Context: an optimization exercise on an open-source flow, tuned for small area, a short achievable clock period and few clock cycles per item. The choices shown serve that exercise and are no tape-out recipe.
Where RTL was checked, it was by simulation tests only, not by an equivalence proof against the original.
Power is estimated from default activity; no workload was simulated.

==> flow/design.v <==
package fiem_pkg;
    localparam int FRAME_W  = 32;
    localparam int COUNT_W  = 17;
    localparam int MODE_W   = 2;
    localparam int IDX_W    = 16;
    localparam int DATA_W   = 32;
    localparam int ADDR_W   = 4;
    localparam int DIST_W   = FRAME_W + 1;
    localparam int DVD_W    = FRAME_W;
    typedef enum logic [MODE_W-1:0] {
        MODE_NONE     = 2'd0,
        MODE_REPEAT   = 2'd1,
        MODE_PINGPONG = 2'd2,
        MODE_HOLD     = 2'd3
    } mode_t;
    typedef enum logic [1:0] {
        REG_OFFSET = 2'd0,
        REG_COUNT  = 2'd1,
        REG_BEFORE = 2'd2,
        REG_AFTER  = 2'd3
    } reg_idx_t;
endpackage
module frame_index_extrapolation_mapper #(
    parameter int MAX_FRAMES = 65536
) (
    input  logic                                   aclk,
    input  logic                                   aresetn,
    input  logic                                   s_valid,
    output logic                                   s_ready,
    input  logic signed [fiem_pkg::FRAME_W-1:0]    s_frame_number,
    output logic                                   m_valid,
    input  logic                                   m_ready,
    output logic        [fiem_pkg::IDX_W-1:0]      m_stored_index,
    output logic                                   m_is_empty,
    input  logic                                   psel,
    input  logic                                   penable,
    input  logic                                   pwrite,
    input  logic        [fiem_pkg::ADDR_W-1:0]     paddr,
    input  logic        [fiem_pkg::DATA_W-1:0]     pwdata,
    output logic        [fiem_pkg::DATA_W-1:0]     prdata,
    output logic                                   pready
);
    logic [31:0] offset_reg;
    logic [16:0] count_reg;
    logic [1:0]  before_reg;
    logic [1:0]  after_reg;
    logic        cfg_write;
    logic [1:0]  reg_sel;
    assign pready    = 1'b1;
    assign cfg_write = psel && penable && pwrite;
    assign reg_sel   = paddr[3:2];
    always_ff @(posedge aclk) begin
        if (!aresetn) begin
            offset_reg <= '0;
            count_reg  <= '0;
            before_reg <= '0;
            after_reg  <= '0;
        end else if (cfg_write) begin
            case (reg_sel)
                2'd0:    offset_reg <= pwdata;
                2'd1:    count_reg  <= pwdata[16:0];
                2'd2:    before_reg <= pwdata[1:0];
                default: after_reg  <= pwdata[1:0];
            endcase
        end
    end
    always_comb begin
        case (reg_sel)
            2'd0:    prdata = offset_reg;
            2'd1:    prdata = {15'd0, count_reg};
            2'd2:    prdata = {30'd0, before_reg};
            default: prdata = {30'd0, after_reg};
        endcase
    end
    logic [16:0] cnt_c;
    logic [16:0] nd1_c;
    logic        cnt1_c;
    logic [16:0] nd1;           
    logic [4:0]  nlen0m, nlen1m;  
    logic        cnt0;
    logic        pp_b, pp_a, none_b, none_a, hold_b, hold_a;
    assign cnt_c  = count_reg[16] ? 17'h10000 : count_reg;
    assign cnt1_c = (count_reg == 17'd1);
    assign nd1_c  = ~(cnt_c - 17'd1);
    logic [17:0] cor;
    logic [16:0] clead;
    logic [4:0]  cpos;
    logic        cpow2;
    assign cor[17] = 1'b0;
    for (genvar i = 0; i < 17; i++) begin : g_clead
        assign cor[i]   = |cnt_c[16:i];
        assign clead[i] = cnt_c[i] && !cor[i+1];
    end
    for (genvar b = 0; b < 5; b++) begin : g_cpos
        logic [16:0] sel;
        for (genvar i = 0; i < 17; i++) begin : g_sel
            assign sel[i] = clead[i] && (((i >> b) & 1) == 1);
        end
        assign cpos[b] = |sel;
    end
    assign cpow2 = ((cnt_c & ~clead) == '0);
    logic [16:0] cnt_r;
    logic [17:0] cnt3;
    always_ff @(posedge aclk) begin
        nd1    <= nd1_c;
        cnt_r  <= cnt_c;
        cnt3   <= 18'(cnt_r) + {cnt_r, 1'b0};
        nlen0m <= cpos;
        nlen1m <= cpos - 5'(cpow2);
        cnt0   <= (count_reg == 17'd0);
        pp_b   <= (before_reg == 2'd2) && !cnt1_c;
        pp_a   <= (after_reg  == 2'd2) && !cnt1_c;
        none_b <= (before_reg == 2'd0);
        none_a <= (after_reg  == 2'd0);
        hold_b <= (before_reg == 2'd3);
        hold_a <= (after_reg  == 2'd3);
    end
    logic adv;
    logic skv;
    assign adv = !skv;
    logic        busy, last;
    logic        unit_take;    
    logic        p_take;       
    logic        q_take;       
    logic        v_p, v_q;
    assign unit_take = adv && (!busy || last);
    assign q_take    = unit_take;
    assign p_take    = adv && (!v_q || q_take);
    assign s_ready   = !v_p || p_take;
    logic [32:0] d_s;
    logic        neg_s, pp_s, force_s;
    logic        cnt0_c;
    assign cnt0_c  = (count_reg == 17'd0);
    assign d_s     = {s_frame_number[31], s_frame_number} - {offset_reg[31], offset_reg};
    assign neg_s   = d_s[32];
    assign pp_s    = neg_s ? ((before_reg == 2'd2) && !cnt1_c) : ((after_reg == 2'd2) && !cnt1_c);
    assign force_s = cnt0_c || (neg_s ? (before_reg == 2'd0 || before_reg == 2'd3)
                                      : (after_reg == 2'd0 || after_reg == 2'd3));
    logic [31:0] d_p;
    logic        neg_p, pp_p, force_p;
    always_ff @(posedge aclk) begin
        if (!aresetn)     v_p <= 1'b0;
        else if (s_ready) v_p <= s_valid;
        if (s_ready) begin
            d_p     <= d_s[31:0];
            neg_p   <= neg_s;
            pp_p    <= pp_s;
            force_p <= force_s;
        end
    end
    logic [31:0] u_p;
    logic [32:0] dor, dand;      
    logic [32:0] uor;            
    logic [31:0] lead;           
    logic [4:0]  upos;           
    logic        unz;
    assign u_p     = d_p ^ {32{neg_p}};
    assign dor[32]  = 1'b0;
    assign dand[32] = 1'b1;
    for (genvar i = 0; i < 32; i++) begin : g_lead
        assign dor[i]  = |d_p[31:i];
        assign dand[i] = &d_p[31:i];
        assign uor[i]  = neg_p ? !dand[i] : dor[i];
        assign lead[i] = u_p[i] && !uor[i+1];
    end
    assign uor[32] = 1'b0;
    for (genvar b = 0; b < 5; b++) begin : g_upos
        logic [31:0] sel;
        for (genvar i = 0; i < 32; i++) begin : g_sel
            assign sel[i] = lead[i] && (((i >> b) & 1) == 1);
        end
        assign upos[b] = |sel;
    end
    assign unz = uor[0];
    logic [4:0]  dm1;
    logic [5:0]  e;
    logic [3:0]  jst_p;          
    assign dm1 = pp_p ? nlen1m : nlen0m;
    assign e   = {1'b0, upos} - {1'b0, dm1};
    assign jst_p = (force_p || !unz || e[5]) ? 4'd0 : e[4:1];
    logic [17:0] win_p;
    logic        after_s;
    assign win_p   = {1'b0, u_p[16:0]} + {1'b0, nd1};
    assign after_s = !neg_p && ((u_p[31:17] != '0) || win_p[17]);
    logic [31:0] u_q;
    logic [3:0]  jst;
    logic        neg_q, pp_q, after_q;
    always_ff @(posedge aclk) begin
        if (!aresetn)    v_q <= 1'b0;
        else if (p_take) v_q <= v_p;
        if (p_take) begin
            u_q     <= u_p;
            jst     <= jst_p;
            neg_q   <= neg_p;
            pp_q    <= pp_p;
            after_q <= after_s;
        end
    end
    logic [17:0] first;
    assign first = 18'(u_q >> {jst, 1'b0});
    logic [15:0] r_u;
    logic [1:0]  pair_u;
    logic [31:0] u_u;
    logic [3:0]  j_u;
    logic        neg_u, pp_u, after_u;
    logic [17:0] t;
    logic [17:0] a1;    
    logic [16:0] a2;    
    logic [17:0] a3;    
    logic        c1, c2, c3;
    logic [19:0] s1;
    logic [18:0] s2;
    logic [18:0] s3;
    logic [17:0] m3;    
    logic [15:0] r_next;
    logic        qodd_next;
    assign t  = {r_u, pair_u};
    assign s1 = {1'b0, t, 1'b1} + {1'b0, 1'b1, nd1, pp_u};
    assign s2 = {1'b0, t[17:1], 1'b1} + {1'b0, nd1, pp_u};
    assign s3 = {1'b0, t} + {1'b0, m3};
    assign c1 = s1[19];
    assign a1 = s1[18:1];
    assign c2 = s2[18];
    assign a2 = s2[17:1];
    assign c3 = s3[18];
    assign a3 = s3[17:0];
    always_comb begin
        if (c3)      r_next = a3[15:0];
        else if (c2) r_next = {a2[14:0], t[0]};
        else if (c1) r_next = a1[15:0];
        else         r_next = t[15:0];
    end
    assign qodd_next = c3 || (c1 && !c2);
    logic [1:0] pair_next;
    assign pair_next = 2'(u_u >> {j_u - 4'd1, 1'b0});
    always_ff @(posedge aclk) begin
        if (!aresetn) begin
            busy <= 1'b0;
        end else if (adv) begin
            if (!busy || last) busy <= v_q;
        end
        if (adv) begin
            if (!busy || last) begin
                r_u     <= first[17:2];
                pair_u  <= first[1:0];
                u_u     <= u_q;
                j_u     <= jst;
                last    <= (jst == 4'd0);
                neg_u   <= neg_q;
                pp_u    <= pp_q;
                m3      <= (pp_q ? 18'd3 : 18'd0) - cnt3;
                after_u <= after_q;
            end else begin
                r_u    <= r_next;
                pair_u <= pair_next;
                j_u    <= j_u - 4'd1;
                last   <= (j_u == 4'd1);
            end
        end
    end
    logic        v_z, neg_z, pp_z, after_z, qodd_z;
    logic [15:0] g_z;
    always_ff @(posedge aclk) begin
        if (!aresetn)  v_z <= 1'b0;
        else if (adv)  v_z <= busy && last;
        if (adv) begin
            g_z     <= r_next;
            qodd_z  <= qodd_next;
            neg_z   <= neg_u;
            pp_z    <= pp_u;
            after_z <= after_u;
        end
    end
    logic        z_none, z_hold;
    logic        z_flip;
    logic [15:0] z_cm1;
    logic [16:0] z_add;
    logic [15:0] z_idx;
    logic        z_empty;
    assign z_none  = neg_z ? none_b : none_a;
    assign z_hold  = neg_z ? hold_b : hold_a;
    assign z_cm1   = ~nd1[15:0];
    assign z_flip  = pp_z ? qodd_z : neg_z;
    logic [16:0] z_add0, z_add1;
    assign z_add0  = {g_z, 1'b1} + {16'd0, neg_z};
    assign z_add1  = {z_cm1, 1'b1} + {~g_z, pp_z ? !neg_z : 1'b1};
    assign z_add   = z_flip ? z_add1 : z_add0;
    assign z_empty = cnt0 || (z_none && (neg_z || after_z));
    always_comb begin
        if (z_empty || (z_hold && neg_z)) z_idx = 16'd0;
        else if (z_hold && after_z)       z_idx = z_cm1;
        else                              z_idx = z_add[16:1];
    end
    logic        mv;
    logic [16:0] m_data;
    logic [16:0] sk_data;
    logic        out_free;
    logic        pv;
    assign out_free = !mv || m_ready;
    assign pv       = v_z && adv;
    always_ff @(posedge aclk) begin
        if (!aresetn) begin
            mv  <= 1'b0;
            skv <= 1'b0;
        end else if (out_free) begin
            mv  <= skv || pv;
            skv <= 1'b0;
        end else begin
            skv <= skv || pv;
        end
        if (out_free) m_data <= skv ? sk_data : {z_idx, z_empty};
        if (!skv) sk_data <= {z_idx, z_empty};
    end
    assign m_valid        = mv;
    assign m_stored_index = m_data[16:1];
    assign m_is_empty     = m_data[0];
endmodule
==> flow/config.mk <==
export PLATFORM = sky130hd
export DESIGN_NAME = frame_index_extrapolation_mapper
export DESIGN_NICKNAME = frame_index_extrapolation_mapper
export VERILOG_FILES = /design/flow/design.v
export SDC_FILE = /design/flow/constraint.sdc
export NUM_CORES = 4
export LEC_CHECK = 0
export CAP_MARGIN = 20
export CORE_MARGIN = 2
export CORE_UTILIZATION = 65
export SETUP_SLACK_MARGIN = 1.9
export SLEW_MARGIN = 20

export BUFFER_PORTS_ARGS = -buffer_cell sky130_fd_sc_hd__buf_2
==> flow/constraint.sdc <==
create_clock -name core_clock -period 5.5 [get_ports {aclk}]
set_input_delay 1.1000 -clock core_clock [delete_from_list [all_inputs] [get_ports {aclk}]]
set_output_delay 1.1000 -clock core_clock [all_outputs]
set_load 0.01 [all_outputs]
standard.sh (not shown) runs the stock make flow with config.mk's settings and CLKGATE_MAP_FILE= SYNTH_SCRIPT=/design/flow/synth_recipe.tcl, a recipe that flattens the netlist after the stock synthesis.
==> flow/flow/run.sh <==
#!/bin/bash
# Layout flow: the standard flow, with the port buffers made from buf_2 cells instead of the
# cell buffer_ports picks by itself (a delay cell on this platform). Every port still gets a
# buffer. Each tool's full output goes to flow_standard.log in the work folder.
set -euo pipefail
printf '\nexport BUFFER_PORTS_ARGS = -buffer_cell sky130_fd_sc_hd__buf_2\n' >> config.mk
bash standard.sh > flow_standard.log 2>&1
Testbench counts at the start, summed over its fixed seeds: cycles 30,727, items 12,000.
Change:
--- a/flow/design.v
+++ b/flow/design.v
@@ -76,6 +76,7 @@
     logic [16:0] nd1_c;
     logic        cnt1_c;
     logic [16:0] nd1;           
+    logic [17:0] m3_0, m3_1;    
     logic [4:0]  nlen0m, nlen1m;  
     logic        cnt0;
     logic        pp_b, pp_a, none_b, none_a, hold_b, hold_a;
@@ -99,12 +100,12 @@
         assign cpos[b] = |sel;
     end
     assign cpow2 = ((cnt_c & ~clead) == '0);
-    logic [16:0] cnt_r;
     logic [17:0] cnt3;
     always_ff @(posedge aclk) begin
         nd1    <= nd1_c;
-        cnt_r  <= cnt_c;
-        cnt3   <= 18'(cnt_r) + {cnt_r, 1'b0};
+        cnt3   <= 18'(cnt_c) + {cnt_c, 1'b0};
+        m3_0   <= 18'd0 - cnt3;
+        m3_1   <= 18'd3 - cnt3;
         nlen0m <= cpos;
         nlen1m <= cpos - 5'(cpow2);
         cnt0   <= (count_reg == 17'd0);
@@ -116,8 +117,8 @@
         hold_a <= (after_reg  == 2'd3);
     end
     logic adv;
-    logic skv;
-    assign adv = !skv;
+    logic mv;
+    assign adv = !mv || m_ready;
     logic        busy, last;
     logic        unit_take;    
     logic        p_take;       
@@ -248,7 +249,7 @@
                 last    <= (jst == 4'd0);
                 neg_u   <= neg_q;
                 pp_u    <= pp_q;
-                m3      <= (pp_q ? 18'd3 : 18'd0) - cnt3;
+                m3      <= pp_q ? m3_1 : m3_0;
                 after_u <= after_q;
             end else begin
                 r_u    <= r_next;
@@ -291,25 +292,11 @@
         else if (z_hold && after_z)       z_idx = z_cm1;
         else                              z_idx = z_add[16:1];
     end
-    logic        mv;
     logic [16:0] m_data;
-    logic [16:0] sk_data;
-    logic        out_free;
-    logic        pv;
-    assign out_free = !mv || m_ready;
-    assign pv       = v_z && adv;
     always_ff @(posedge aclk) begin
-        if (!aresetn) begin
-            mv  <= 1'b0;
-            skv <= 1'b0;
-        end else if (out_free) begin
-            mv  <= skv || pv;
-            skv <= 1'b0;
-        end else begin
-            skv <= skv || pv;
-        end
-        if (out_free) m_data <= skv ? sk_data : {z_idx, z_empty};
-        if (!skv) sk_data <= {z_idx, z_empty};
+        if (!aresetn)  mv <= 1'b0;
+        else if (adv)  mv <= v_z;
+        if (adv) m_data <= {z_idx, z_empty};
     end
     assign m_valid        = mv;
     assign m_stored_index = m_data[16:1];
Outcome: Hold slack gains 3.0 ps. Sequential cell count went up by 1. Final area went up by 4.3%. Clock skew went down by 4.0 ps. Wire length went up by 4.5%. Setup slack loses 250 ps. Synthesized area went up by 3.9%. Die area went up by about 4%. Fmax went down by about 7%. Via count went up by about 4%. Core utilization went up by 0.52 points. Critical path depth went up by 13. Clock power went up by about 2%. First-iteration DRC count went up by 25%.
For the second run of this note, only the layout was checked, not whether the RTL still works.

[port drivers added, routing unchanged]
No port has a modelled driver above. Below, the same layouts with a new extraction and two added sets of constraints.
Step 1 sets driving cells, clkbuf_16 on the clock port and buf_2 on the other inputs (assumed; they add their load-dependent delay and slew).
Step 2 times the ports against the registers' clock, not the clock port: input delays grow and output delays shrink by t, the midpoint of the rising clock arrivals with the driver on.
Three values: ideal ports, drivers, drivers and shift; two values: the first two.
run	shift t [ns]	setup slack, ns	worst register clock-pin slew, ns
the first run	0.574	1.977 / 1.955 / 1.570	0.06 / 0.06
the second run	0.575	1.728 / 1.728 / 1.542	0.06 / 0.06
After both steps setup and hold are still met in every run listed. The setup slack of the first run, which loses most, moves by -0.022 ns with the drivers and by -0.407 ns with both steps.
